Context: an optimization exercise on an open-source flow, tuned for small area. The choices shown serve that exercise and are no tape-out recipe. No run shown here included a check of the RTL's function; only the layout flow was run. Power and IR drop assume default switching activity.

## design/flow/design.v

```verilog
package rv_pkg;
	typedef logic [32-1:0] word_t;  
	typedef logic [31:0] instr_t;  
	typedef logic [$clog2(32)-1:0] reg_idx_t;  
	typedef logic [3:0] alu_op_t;  
	typedef struct packed {
		alu_op_t op;  
		word_t a;  
		word_t b;  
		reg_idx_t rd;  
		logic write;  
		logic illegal;  
	} dec_op_t;
	typedef struct packed {
		reg_idx_t rd;  
		word_t value;  
		logic write;  
		logic illegal;  
	} result_t;
endpackage
`timescale 1ns/1ns
module int_core_top (
	input logic clk,
	input logic rst,
	input logic in_valid,
	output logic in_ready,
	input logic [31:0] in_instr,
	output logic res_valid,
	input logic res_ready,
	output logic [4:0] res_rd,
	output logic [31:0] res_value,
	output logic res_write,
	output logic res_illegal
);
	logic [4:0] ph;  
	logic clr;  
	logic in1;  
	logic in2;  
	logic cy;  
	logic lt;  
	logic [4:0] sh;  
	logic res_w;
	logic [6:0] opcode;
	logic [2:0] f3;
	logic [6:0] f7;
	logic [4:0] rd, rs1, rs2;
	logic is_op, is_imm, is_lui, legal, inv_b, is_shift;
	assign opcode = in_instr[6:0];
	assign f3 = in_instr[14:12];
	assign f7 = in_instr[31:25];
	assign rd = in_instr[11:7];
	assign rs1 = in_instr[19:15];
	assign rs2 = in_instr[24:20];
	assign is_op = (opcode == 7'b0110011);
	assign is_imm = (opcode == 7'b0010011);
	assign is_lui = (opcode == 7'b0110111);
	assign is_shift = !is_lui && f3[1:0] == 2'b01;
	always_comb begin
		legal = is_lui;
		if (is_op)
			legal = (f7 == 7'h00) || (f7 == 7'h20 && (f3 == 3'd0 || f3 == 3'd5));
		if (is_imm)
			legal = (f3 == 3'd1) ? (f7 == 7'h00) :
				(f3 == 3'd5) ? (f7 == 7'h00 || f7 == 7'h20) : 1'b1;
	end
	assign inv_b = (is_op && f3 == 3'd0 && f7[5]) || f3 == 3'd2 || f3 == 3'd3;
	logic [31:0] tail;  
	logic [31:0] wsel;  
	logic wbit;
	logic [31:0] ring [1:31];
	assign tail[0] = 1'b0;
	genvar r;
	generate
		for (r = 1; r < 32; r++) begin : g_ring
			assign tail[r] = ring[r][0];
			always_ff @(posedge clk) begin
				ring[r] <= {wsel[r] ? wbit : ring[r][0], ring[r][31:1]};
			end
		end
	endgenerate
	logic a_bit, b_reg, b_bit, imm_bit;
	assign a_bit = tail[rs1] & !clr;
	assign b_reg = tail[rs2] & !clr;
	always_comb begin
		if (is_lui)
			imm_bit = (ph >= 5'd12) ? in_instr[ph] : 1'b0;
		else
			imm_bit = (ph < 5'd12) ? in_instr[5'd20 + ph] : in_instr[31];
	end
	assign b_bit = is_op ? b_reg : imm_bit;
	logic bb, cin, sum, cout;
	assign bb = b_bit ^ inv_b;
	assign cin = (ph == 5'd0) ? inv_b : cy;
	assign sum = a_bit ^ bb ^ cin;
	assign cout = (a_bit & bb) | (a_bit & cin) | (bb & cin);
	logic [5:0] psum;
	logic shl_run;  
	logic [4:0] sidx;
	logic [31:0] sv;
	logic sbit;
	assign psum = {1'b0, ph} + {1'b0, sh};
	assign shl_run = f3[2] ? (ph < sh) : !psum[5];
	assign sidx = !shl_run ? ph : f3[2] ? sh : (5'd0 - sh);
	assign sv = {res_value[31:1], a_bit};
	assign sbit = sv[sidx];
	logic rbit;
	always_comb begin
		case (f3)
			3'd0: rbit = sum;
			3'd2, 3'd3: rbit = (ph == 5'd0) & lt;
			3'd4: rbit = a_bit ^ b_bit;
			3'd6: rbit = a_bit | b_bit;
			3'd7: rbit = a_bit & b_bit;
			default: rbit = sbit;
		endcase
		if (is_lui)
			rbit = b_bit;
		if (!legal)
			rbit = 1'b0;
	end
	logic act1, act2, accept;
	assign act1 = ((ph == 5'd0) ? (!in2 && (!res_valid || res_ready)) : in1) && in_valid;
	assign act2 = in2 && in_valid;
	assign accept = act2 && ph == 5'd31;
	assign in_ready = accept;
	logic oin, oen;
	always_comb begin
		if (act1) begin
			oin = a_bit & f3[2];  
			oen = 1'b1;
		end else if (is_shift && legal) begin
			oin = f3[2] ? (f7[5] & res_value[31]) : a_bit;
			oen = act2 && shl_run;
		end else begin
			oin = rbit;
			oen = act2;
		end
	end
	assign wbit = rbit & !clr;
	always_comb begin
		for (int i = 0; i < 32; i++)
			wsel[i] = clr || (act2 && legal && rd == i[4:0]);
	end
	always_ff @(posedge clk) begin
		if (rst) begin
			ph <= 5'd0;
			clr <= 1'b1;
			in1 <= 1'b0;
			in2 <= 1'b0;
			res_valid <= 1'b0;
		end else begin
			ph <= ph + 5'd1;
			if (ph == 5'd31)
				clr <= 1'b0;
			in1 <= act1 && ph != 5'd31;
			if (ph == 5'd31)
				in2 <= act1;
			if (accept)
				res_valid <= 1'b1;
			else if (res_ready)
				res_valid <= 1'b0;
		end
	end
	always_ff @(posedge clk) begin
		cy <= cout;
		if (ph == 5'd31)
			lt <= f3[0] ? !cout : ((a_bit ^ b_bit) ? a_bit : !cout);
		for (int i = 0; i < 5; i++)
			if (ph == i[4:0])
				sh[i] <= b_bit;
		if (oen)
			res_value <= {oin, res_value[31:1]};
		if (accept) begin
			res_rd <= rd;
			res_w <= legal;
		end
	end
	assign res_write = res_w;
	assign res_illegal = !res_w;
endmodule
```

## design/flow/flow/run.sh

```bash
#!/bin/bash
# Own layout flow: the standard ORFS flow (standard.sh, unchanged synthesis)
# with two changes: ports are buffered with the smallest buffer, and the clock
# tree is built without dummy loads, with the clock buffers and clustering
# given here.
set -euo pipefail
export BUFFER_PORTS_ARGS="-buffer_cell sky130_fd_sc_hd__buf_1"
export CTS_ARGS="-sink_clustering_enable -repair_clock_nets -dont_use_dummy_load -buf_list {sky130_fd_sc_hd__clkbuf_4 sky130_fd_sc_hd__clkbuf_8} -sink_clustering_size 20 -sink_clustering_max_diameter 60"
bash standard.sh > standard.log 2>&1
```

## design/flow/standard.sh

```bash
#!/bin/bash
# synth_recipe.tcl (not shown) runs the flow's synth.tcl, then flattens the netlist and writes it again
# the make line also repeats each setting of config.mk as NAME=value (left out here)
make -C /OpenROAD-flow-scripts/flow DESIGN_CONFIG=/design/flow/config.mk WORK_HOME=/design/flow/orfs CLKGATE_MAP_FILE= SYNTH_SCRIPT=/design/flow/synth_recipe.tcl "${@:-finish}"
```

## design/flow/config.mk

```make
export PLATFORM = sky130hd
export DESIGN_NAME = int_core_top
export DESIGN_NICKNAME = int_core_top
export VERILOG_FILES = /design/flow/design.v
export SDC_FILE = /design/flow/constraint.sdc
export NUM_CORES = 4
export LEC_CHECK = 0
export CAP_MARGIN = 20
export CORE_MARGIN = 2
export CORE_UTILIZATION = 40
export SLEW_MARGIN = 20
```

## design/flow/constraint.sdc

```tcl
create_clock -name core_clock -period 6.0 [get_ports {clk}]
set_input_delay 1.2000 -clock core_clock [delete_from_list [all_inputs] [get_ports {clk}]]
set_output_delay 1.2000 -clock core_clock [all_outputs]
set_load 0.01 [all_outputs]
```

==> impl_metrics.toml, run 1 <==
[run_status]
outcome = "complete, no violations"

[timing]
final_max_slew_viol_count = 0
finalCritPeriodShare_pct = 81.9
hold_viol = 0
slew_headroom_pct = 38.1
finalClockSkew_ns = 0.0788
finalCriticalPeriod_ns = 4.92
rsz0062_at_grt = "false"
setup_tns_ns = 0
worst_pin_slew_ns = 0.927
finalSetupViolations = 0
fin_ws_ns = 1.08
fmax_mhz = 203

[worst_setup_path]
reg2regPathDepth = 16
end_kind = "flip-flop"
r2r-start = "ph[0]"
arrival_ns = 5.48
rrSetupSlack_ns = 1.08
crit_fanout = 31
crit_type = "reg -> reg"
cp-start-kind = "flip-flop"
critPathLaunch = "ph[0]"
critPathRequiredTime_ns = 6.57

[die]
rows = 90
die_w_microns = 251
core_area_sq_um = 60500
initial_core_util_pct = 40.5
dieArea_sq_um = 63200
die_h_microns = 251
pin_count = 77

[detailed_routing]
ant_nets = 0
vias = 9999
first_pass_iters = 4
totalWireLength_mm = 34.9
drt_iter0_markers = 551
post-route-drc-count = 0
vias_per_cell = 4.29
wl_per_cell_microns = 15.0

[layout]
final_cell_area_sq_um = 26500
layout_common_cells = "1,002 x dfxtp_1, 76 x buf_1, 60 x clkbuf_8"
final_util_pct = 43.8
drive_above_1_share_pct = 8.85
final_common_cell = "dfxtp_1"
diodes = 0
area_growth_pct = 8.32
num-nets-final = 1606

[worst_hold_path]
min_path_cells = 0
hold_class = "reg -> reg"
hold_path_startpoint = "ring[17][10]"

[cts]
cts_hold_buf = 0
cts_tree = "built"
clk_pin_slew_ns = 0.11
clkSinkCount = 1046
clockBufferDepth = 3
root_buffer = "clkbuf_8"
worstSkewPairLatency_ns = 0.69
post_cts_buffers = 0
cts_buffers = 60
htreeDepth = 2
post_cts_resized = 0

[placed_design]
gp_congestion = 0.815
placedInstanceArea_sq_um = 25700
place_hpwl_mm = 22.8
dp_slack_ns = 0.404
io_buffers = 76

[global_routing]
antenna_found_initial = 2
grt_start_max_net_pins = 36
use_met2_pct = 16.5
grt.met3_usage_pct = 2.52
grt_pass1_vias = 9937
grt_pass1_wl_mm = 54.8
grt_remaining_overflow = 0
gr-usage-met1_pct = 16.0
grt_usage_pct = 11.2
top_usage_layer = "met2"

[synthesis]
synth_edf_count = 44
ys_ff_latch = 1046
syn_avg_cell_area_sq_um = 17.1
syn_nets = 1484
async_flop_share_pct = 0
yosysUniqueCellTypes = 60
netlist_instances = 1428
syn_area_sq_um = 24500
yosysWarnings = 2
yosysSeqAreaShare_pct = 87.4
synth_flop_cell = "dfxtp_1"

[power_and_ir_drop]
total_power_mw = 10.0
powerDensity_nw_per_um2 = 378
p_leak_nw = 10.1
ir_worst_vdd_mv = 0.175

[job]
drv_cap = 0
[worst max-delay path, stage by stage (launching register included)]
cell	delay (ns)
dfxtp_1	0.95
mux4_2	0.66
mux4_2	0.49
mux2i_1	0.14
a211oi_1	0.10
a211oi_1	0.47
xnor2_1	0.21
fa_1	0.44
a21oi_1	0.15
o22ai_1	0.09
a21oi_1	0.14
a21oi_1	0.05
o21ai_0	0.27
nor2_1	0.10
nand4_2	0.15
buf_12	0.24
mux2i_1	0.11
[Yosys cell counts (2+ instances only)]
library cell  number  share of area (%)
mux4_2            28                2.6
nand3b_1          34                1.0
or4_1              2              0.061
inv_1             18               0.28
a211oi_1           7               0.21
dfxtp_1         1002                 82
clkbuf_1          10               0.15
ha_1              19               0.97
o21ai_2           27               0.97
and2_1             8               0.20
and3_1             5               0.13
a2111o_1           2              0.092
mux2_2             6               0.28
nor2_1            24               0.37
nand2_1           31               0.48
a31oi_1            4               0.10
a211o_1            3               0.11
edfxtp_1          44                5.4
o211ai_1           4               0.12
nor2b_1           11               0.28
o311a_1            2              0.082
buf_1              7               0.11
nand4_1            5               0.13
a21oi_1           12               0.25
o21ai_0           11               0.22
a22oi_1            2              0.061
nand2b_1          11               0.28
a221oi_1           3               0.11
o31ai_1            2              0.061
mux2i_2            2               0.11
buf_2              4              0.082
nor3_1             6               0.12
buf_6              5               0.23
mux2i_1           20               0.82
nand3_1           17               0.35
xnor2_1            6               0.21
[metrics by stage]
step	instances	hold WS, ns
after floorplan	1428	0.310
after global placement	2270	0.310
after detailed placement	2270	0.312
after CTS	2330	0.257
after global routing	2330	0.272
final	2330	0.255
[where the power goes]
| group | switching (mW) | internal (mW) | total [mW] | leakage [nW] |
|---|---|---|---|---|
| registers | 0.0311 | 7.02 | 7.05 | 8.48 |
| logic | 0.148 | 0.104 | 0.252 | 1.17 |
| clock network | 1.82 | 0.898 | 2.72 | 0.431 |
[final cells by class]
cell class / instances / area, sq um
repair buffers: 86 / 373
flip-flops and latches: 1046 / 21400
fillers: 5303 / 34000
well taps: 782 / 978
clock buffers: 60 / 826
inverters: 19 / 71.3
multi-input cells: 337 / 2880
[path summary, 6_finish.rpt]
kind / endpoint
max: ring[8][31]
min: ring[17][9]
max reg2reg: ring[8][31]
min reg2reg: ring[17][9]
[cell families (layout without fill, tap and decap cells)]
kind of cell	after synthesis	count (layout)	synth area share, %
flops	1046	1046	87.4
mux	56	56	3.78
xor+xnor	7	7	0.251
simple gates	161	161	3.74
buf+inv	45	165	0.864
fa+ha+maj	20	20	1.05
compound gates	93	93	2.95
[per-layer routing]
metal,vias to the layer above,wire length (microns)
met4,2,1030
met3,72,1950
met5,-,17
met2,218,14400
li1,4905,-
met1,4802,17500
[sequential cells by signal, indices dropped and copies added (netlist names)]
name,cells
res_w,1
res_value,32
lt,1
in1,1
ring,992
ph,5
res_rd,5
res_valid,1
sh,5
in2,1
clr,1
cy,1
==> run 2, diff against run 1 <==
==> design/flow/flow/run.sh (replaced) <==
#!/bin/bash
# Own layout flow: the standard ORFS flow (standard.sh, unchanged synthesis)
# with two changes: ports are buffered with the smallest buffer, and the clock
# tree is built without dummy loads, with the clock buffers and clustering
# given here.
set -euo pipefail
export BUFFER_PORTS_ARGS="-buffer_cell sky130_fd_sc_hd__buf_1"
export CTS_ARGS="-sink_clustering_enable -repair_clock_nets -dont_use_dummy_load -buf_list sky130_fd_sc_hd__clkbuf_16 -sink_clustering_size 30 -sink_clustering_max_diameter 60"
bash standard.sh > standard.log 2>&1
==> run 2 against run 1 <==
Net effect:
- still clean on timing, DRC and antenna
- total power up 5.8%
- non-clock buffer count unchanged
- synthesized cell count stayed put
- hold slack got worse by 0.020 ns
- clock-buffer cell count shrank 13
- worst setup slack lost 0.017 ns
- clock skew up 0.011 ns
- critical endpoint unchanged
- highest routed layer unchanged
==> impl_metrics.toml, run 2 <==
[run_status]
outcome = "complete, no violations"

[synthesis]
netlist_top_cells_count = "1,002 x dfxtp_1, 44 x edfxtp_1, 34 x nand3b_1, 31 x nand2_1, 28 x mux4_2"
synth_top_area_cell = "dfxtp_1"
synth_top_cell_area_share_pct = 82.0
synth_edf_count = 44
synth_most_common_cell = "dfxtp_1"
yosysWarnings = 2
yosysSeqAreaShare_pct = 87.4
yosysUniqueCellTypes = 60
syn_avg_cell_area_sq_um = 17.1
ys_ff_latch = 1046
syn_nets = 1484
netlist_instances = 1428
synth_flop_cell = "dfxtp_1"
async_flop_share_pct = 0
synth_area_leaders = "dfxtp_1 82%, edfxtp_1 5.4%, mux4_2 2.6%"
syn_area_sq_um = 24500

[worst_setup_path]
critPathMostFrequentCell = "a21oi_1"
slowest_delay_ns = 0.58
path_cells = "buf_1 -> mux4_2 -> mux4_2 -> mux2i_1 -> nor3_1 -> a211oi_1 -> xnor2_1 -> fa_1 -> a21oi_1 -> o22ai_1 -> a21oi_1 -> a21oi_1 -> o21ai_0 -> nor2_1 -> nand4_2 -> buf_12 -> mux2i_1"
crit_slowest_cell = "mux4_2"
cp_num_buf_inv = 2
arrival_ns = 5.41
crit_fanout = 31
critPathRequiredTime_ns = 6.48
path_depth = 17
reg2regPathDepth = 16
crit_family = "multiplexers"
crit_type = "in -> reg"
end_kind = "flip-flop"
cp-start-kind = "input port"

[layout]
layout_common_cells = "1,002 x dfxtp_1, 76 x buf_1, 47 x clkbuf_16"
final_util_pct = 44.4
final_common_cell = "dfxtp_1"
area_growth_pct = 9.76
num-nets-final = 1593
largest-register = "ring"
reg_top3 = "ring (992), res_value (32)"
largest_reg_flops = 992
drive_above_1_share_pct = 8.08

[placed_design]
gp_congestion = 0.815
io_buffers = 76
place_hpwl_mm = 22.8

[global_routing]
antenna_found_initial = 2
grt_usage_pct = 11.1
grt_start_max_net_pins = 36
grt_remaining_overflow = 0
grt_pass1_vias = 9713
grt_pass1_wl_mm = 54.4

[power_and_ir_drop]
powerDensity_nw_per_um2 = 394
p_leak_nw = 10.2
ir_worst_vdd_mv = 0.219

[cts]
post_cts_buffers = 0
root_buffer = "clkbuf_16"
worstSkewPairLatency_ns = 0.63
htreeDepth = 2
cts_tree = "built"
clk_pin_slew_ns = 0.10
clkSinkCount = 1046
post_cts_resized = 0
cts_buffers = 47
clockBufferDepth = 3
cts_hold_buf = 0

[detailed_routing]
ant_nets = 0
vias_per_cell = 4.27
first_pass_iters = 4
totalWireLength_mm = 35.0
wl_per_cell_microns = 15.1
vias = 9890
post-route-drc-count = 0
drt_iter0_markers = 559

[timing]
slew_headroom_pct = 38.7
worst_pin_slew_ns = 0.919
whs_ns = 0.235
hold_viol = 0
rsz0062_at_grt = "false"
finalCritPeriodShare_pct = 82.2
finalSetupViolations = 0
finalCriticalPeriod_ns = 4.93
fmax_mhz = 203
finalClockSkew_ns = 0.0902
setup_tns_ns = 0
final_max_slew_viol_count = 0

[worst_hold_path]
hold_class = "reg -> reg"
min_path_cells = 0

[die]
core_area_sq_um = 60500
pin_count = 77
initial_core_util_pct = 40.5
rows = 90
die_h_microns = 251
dieArea_sq_um = 63200
die_w_microns = 251

[job]
drv_cap = 0
[run 2: routing by layer]
| layer | part of all wire (%) | global-route usage (%) | vias up |
|---|---|---|---|
| met5 | 0.049 | 0 | - |
| met4 | 2.8 | 4.20 | 2 |
| met3 | 5.2 | 2.53 | 70 |
| met2 | 41 | 16.2 | 189 |
| met1 | 51 | 16.2 | 4740 |
| li1 | - | - | 4889 |
[run 2: worst reg2reg max path, cell delays in order, from the launching register on]
cell and delay [ns]:
dfxtp_1 0.92, mux4_2 0.68, mux4_2 0.49, mux2i_1 0.14
a211oi_1 0.10, a211oi_1 0.47, xnor2_1 0.21, fa_1 0.44
a21oi_1 0.15, o22ai_1 0.09, a21oi_1 0.14, a21oi_1 0.05
o21ai_0 0.27, nor2_1 0.10, nand4_2 0.15, buf_12 0.24
mux2i_1 0.14
[run 2: cells by family after synthesis]
| group | after synthesis | synth area share [%] |
|---|---|---|
| and+or+nand+nor | 161 | 3.74 |
| muxes | 56 | 3.78 |
| buffers and inverters | 45 | 0.864 |
| DFF | 1046 | 87.4 |
| adders and majority gates | 20 | 1.05 |
| AOI/OAI and AO/OA | 93 | 2.95 |
| xor gates and xnor gates | 7 | 0.251 |
[run 2: stage by stage]
step	power, mW	setup WS (ns)	cells	cell area [sq um]
finish	10.6	1.07	2318	26900
global route	11.0	0.687	2317	26900
CTS	10.7	1.02	2317	26900
detailed placement	7.46	0.404	2270	25700
global placement	7.46	0.467	2270	25700
floorplan	7.37	1.04	1428	24500
[run 2: final cells by class]
type,count,area [sq um]
clock buffers,47,1180
fillers,5243,33600
flip-flops and latches,1046,21400
repair buffers,86,373
well taps,782,978
inverters,19,71.3
diodes,1,2.50
multi-input cells,337,2880
[run 2: path summary, 6_finish.rpt]
path                      from          end  slack (ns)
hold / removal    ring[17][10]  ring[17][9]        0.24
hold reg to reg   ring[17][10]  ring[17][9]        0.24
setup / recovery  in_instr[20]  ring[8][31]        1.07
setup reg to reg         ph[0]  ring[8][31]        1.11
[run 2: power by group]
| group | leakage, nW | switching (mW) | total, mW | internal (mW) |
|---|---|---|---|---|
| Combinational | 1.17 | 0.148 | 0.252 | 0.104 |
| Sequential | 8.48 | 0.0313 | 7.05 | 7.02 |
| Clock | 0.579 | 1.89 | 3.30 | 1.40 |
| Total | 10.2 | 2.07 | 10.6 | 8.52 |
==> run 3, diff against run 2 <==
==> design/flow/flow/run.sh (replaced) <==
#!/bin/bash
# Own layout flow: the standard ORFS flow (standard.sh, unchanged synthesis)
# with two changes: ports are buffered with the smallest buffer, and the clock
# tree is built without dummy loads, with the clock buffers and clustering
# given here.
set -euo pipefail
export BUFFER_PORTS_ARGS="-buffer_cell sky130_fd_sc_hd__buf_1"
export CTS_ARGS="-sink_clustering_enable -repair_clock_nets -dont_use_dummy_load -buf_list sky130_fd_sc_hd__clkbuf_8 -sink_clustering_size 24 -sink_clustering_max_diameter 45"
bash standard.sh > standard.log 2>&1
==> run 3 against run 2 <==
Net effect:
- clock power is 5% lower
- cell count rose by 1.6%
- critical path type is now reg -> reg
- clock-buffer cell count grew 35
- fmax grew 0.68%
- largest power group unchanged
==> impl_metrics.toml, run 3 <==
[global_routing]
antenna_found_initial = 3
grt_remaining_overflow = 0
grt_usage_pct = 11.4
grt_start_max_net_pins = 36
grt_pass1_vias = 10100
grt_pass1_wl_mm = 55.2

[power_and_ir_drop]
p_int_mw = 8.35
ir_worst_vdd_mv = 0.236
p_leak_nw = 10.2
comb_power_share_pct = 2.4
pwr-share-clk_pct = 29.9
powerDensity_nw_per_um2 = 388
seq_power_share_pct = 67.7
p_sw_mw = 2.07
sw_frac_of_total_pct = 19.9

[timing]
hold_viol = 0
whs_ns = 0.242
final_max_slew_viol_count = 0
slew_headroom_pct = 37.9
worst_pin_slew_ns = 0.931
finalCriticalPeriod_ns = 4.90
rsz0062_at_grt = "false"
fmax_mhz = 204
setup_tns_ns = 0
finalClockSkew_ns = 0.112
finalCritPeriodShare_pct = 81.7
finalSetupViolations = 0

[worst_hold_path]
hold_path_startpoint = "ring[31][6]"
min_path_cells = 0
hold_class = "reg -> reg"
hold_end = "ring[31][5]"

[cts]
post_cts_buffers = 0
post_cts_resized = 0
cts_hold_buf = 0
clk_pin_slew_ns = 0.10
htreeDepth = 3
clockBufferDepth = 3
root_buffer = "clkbuf_8"
cts_tree = "built"
cts_buffers = 82
worstSkewPairLatency_ns = 0.71
clkSinkCount = 1046

[worst_setup_path]
crit_type = "reg -> reg"
end_kind = "flip-flop"
r2r-start = "ph[0]"
r2r-end = "ring[31][31]"
crit_fanout = 31
cp-start-kind = "flip-flop"
critPathRequiredTime_ns = 6.53
rrSetupSlack_ns = 1.10
reg2regPathDepth = 16
arrival_ns = 5.43

[run_status]
outcome = "complete, no violations"

[die]
die_w_microns = 251
dieArea_sq_um = 63200
pin_count = 77
core_area_sq_um = 60500
die_h_microns = 251
initial_core_util_pct = 40.5
rows = 90

[layout]
n_fill_cell = 5273
final_common_cell = "dfxtp_1"
largest-register = "ring"
reg_top3 = "ring (992), res_value (32)"
num-nets-final = 1628
layout_common_cells = "1,002 x dfxtp_1, 82 x clkbuf_8, 76 x buf_1"
drive_above_1_share_pct = 10.1
final_util_pct = 44.3
layout.area.seq_sq_um = 21400
largest_reg_flops = 992
area_growth_pct = 9.58
multi_input_area_sq_um = 2880

[placed_design]
place_hpwl_mm = 22.8
io_buffers = 76
gp_congestion = 0.815

[detailed_routing]
drt_iter0_markers = 499
vias_per_cell = 4.29
ant_nets = 0
post-route-drc-count = 0
wl_per_cell_microns = 14.9
first_pass_iters = 5
vias = 10100
totalWireLength_mm = 35.2

[synthesis]
yosysWarnings = 2
synth_area_leaders = "dfxtp_1 82%, edfxtp_1 5.4%, mux4_2 2.6%"
netlist_instances = 1428
yosysUniqueCellTypes = 60
async_flop_share_pct = 0
syn_nets = 1484
synth_most_common_cell = "dfxtp_1"
yosysSeqAreaShare_pct = 87.4
netlist_top_cells_count = "1,002 x dfxtp_1, 44 x edfxtp_1, 34 x nand3b_1, 31 x nand2_1, 28 x mux4_2"
syn_area_sq_um = 24500
synth_flop_cell = "dfxtp_1"
ys_ff_latch = 1046
syn_avg_cell_area_sq_um = 17.1
synth_edf_count = 44
synth_top_area_cell = "dfxtp_1"
synth_top_cell_area_share_pct = 82.0

[job]
drv_cap = 0
## run 3: cell counts after synthesis
Identical to the previous run, type by type.
## run 3: worst max path at each step
stage / cells past startpoint / slack (ns) / startpoint / end
3_3_place_gp: 17 / 0.47 / in_instr[20] / ring[31][31]
2_1_floorplan: 17 / 1.04 / in_instr[20] / ring[23][31]
6_report: 16 / 1.10 / ph[0] / ring[31][31]
4_1_cts: 16 / 1.03 / ph[0] / ring[26][31]
5_1_grt: 16 / 0.70 / ph[0] / ring[31][31]
3_5_place_dp: 17 / 0.40 / in_instr[20] / ring[31][31]
## run 3: stage by stage
| step | cell area, sq um | instances | setup WS, ns | power (mW) |
|---|---|---|---|---|
| CTS | 26800 | 2352 | 1.03 | 10.6 |
| finish | 26800 | 2354 | 1.10 | 10.4 |
| floorplan | 24500 | 1428 | 1.04 | 7.37 |
| detailed placement | 25700 | 2270 | 0.404 | 7.46 |
| global route | 26800 | 2352 | 0.704 | 10.8 |
| global placement | 25700 | 2270 | 0.467 | 7.46 |
## run 3: power by group through the flow
stage               sequential [mW]  combinational [mW]  clock, mW
CTS                            7.05               0.254       3.27
global route                   7.06               0.275       3.52
detailed placement             7.21               0.253          0
floorplan                      7.20               0.174          0
global placement               7.21               0.249          0
finish                         7.05               0.252       3.12
## run 3: cells by family (layout without fill, tap and decap cells)
logic type | count (synthesis) | after routing | synth area share [%]
other | 0 | 2 | 0
AOI/OAI and AO/OA | 93 | 93 | 2.95
muxes | 56 | 56 | 3.78
buffers and inverters | 45 | 187 | 0.864
DFF | 1046 | 1046 | 87.4
adders and majority gates | 20 | 20 | 1.05
and+or+nand+nor | 161 | 161 | 3.74
xor gates and xnor gates | 7 | 7 | 0.251
## run 3: layer usage
metal,wire length (microns),track usage (%),up-vias
met2,14500,16.5,231
met4,1090,4.63,0
met3,1970,3.34,85
met5,0,0,-
met1,17600,15.9,4825
li1,-,-,4950
## run 3: cell type report
class                      count  share of cell area, %
sequential                  1046                   79.7
clock buffer                  82                   4.21
multi-input combinational    337                   10.7
tap                          782                   3.65
inverter                      19                  0.266
antenna                        2                 0.0187
timing repair buffer          86                   1.39
## run 3: critical path, cell delays in order, from the launching register on
cell      delay, ns
dfxtp_1        0.92
mux4_2         0.67
mux4_2         0.49
mux2i_1        0.14
a211oi_1       0.10
a211oi_1       0.47
xnor2_1        0.21
fa_1           0.44
a21oi_1        0.15
o22ai_1        0.09
a21oi_1        0.14
a21oi_1        0.05
o21ai_0        0.26
nor2_1         0.10
nand4_2        0.14
buf_12         0.22
o21ai_0        0.14

==> separate check: timing with driven ports <==
No port has a modelled driver above. Below, the same layouts with a new extraction and two added sets of constraints. Step 1, drivers: a clkbuf_16 drives clk and a buf_2 each remaining input, both assumed. Step 2 moves the port delays by t, midway between the first and last clock arrival at a register: inputs arrive t later, outputs are due t later. That takes back most of the time a late clock gives input paths. a / b / c = ideal / step 1 / step 2; a / b = the first two.
| run | shift t [ns] | setup slack, ns | latest minus earliest clock arrival (ns) | cell pins on the clock port's net |
|---|---|---|---|---|
| run 1 | 0.698 | 1.084 / 1.084 / 0.451 | 0.088 / 0.087 | 1 |
| run 2 | 0.637 | 1.067 / 1.071 / 0.434 | 0.097 / 0.097 | 1 |
| run 3 | 0.699 | 1.100 / 1.100 / 0.411 | 0.119 / 0.119 | 1 |
After both steps every run listed still meets setup and hold. The setup slack of run 3, which loses most, moves by 0.000 ns with the drivers and by -0.689 ns with both steps.
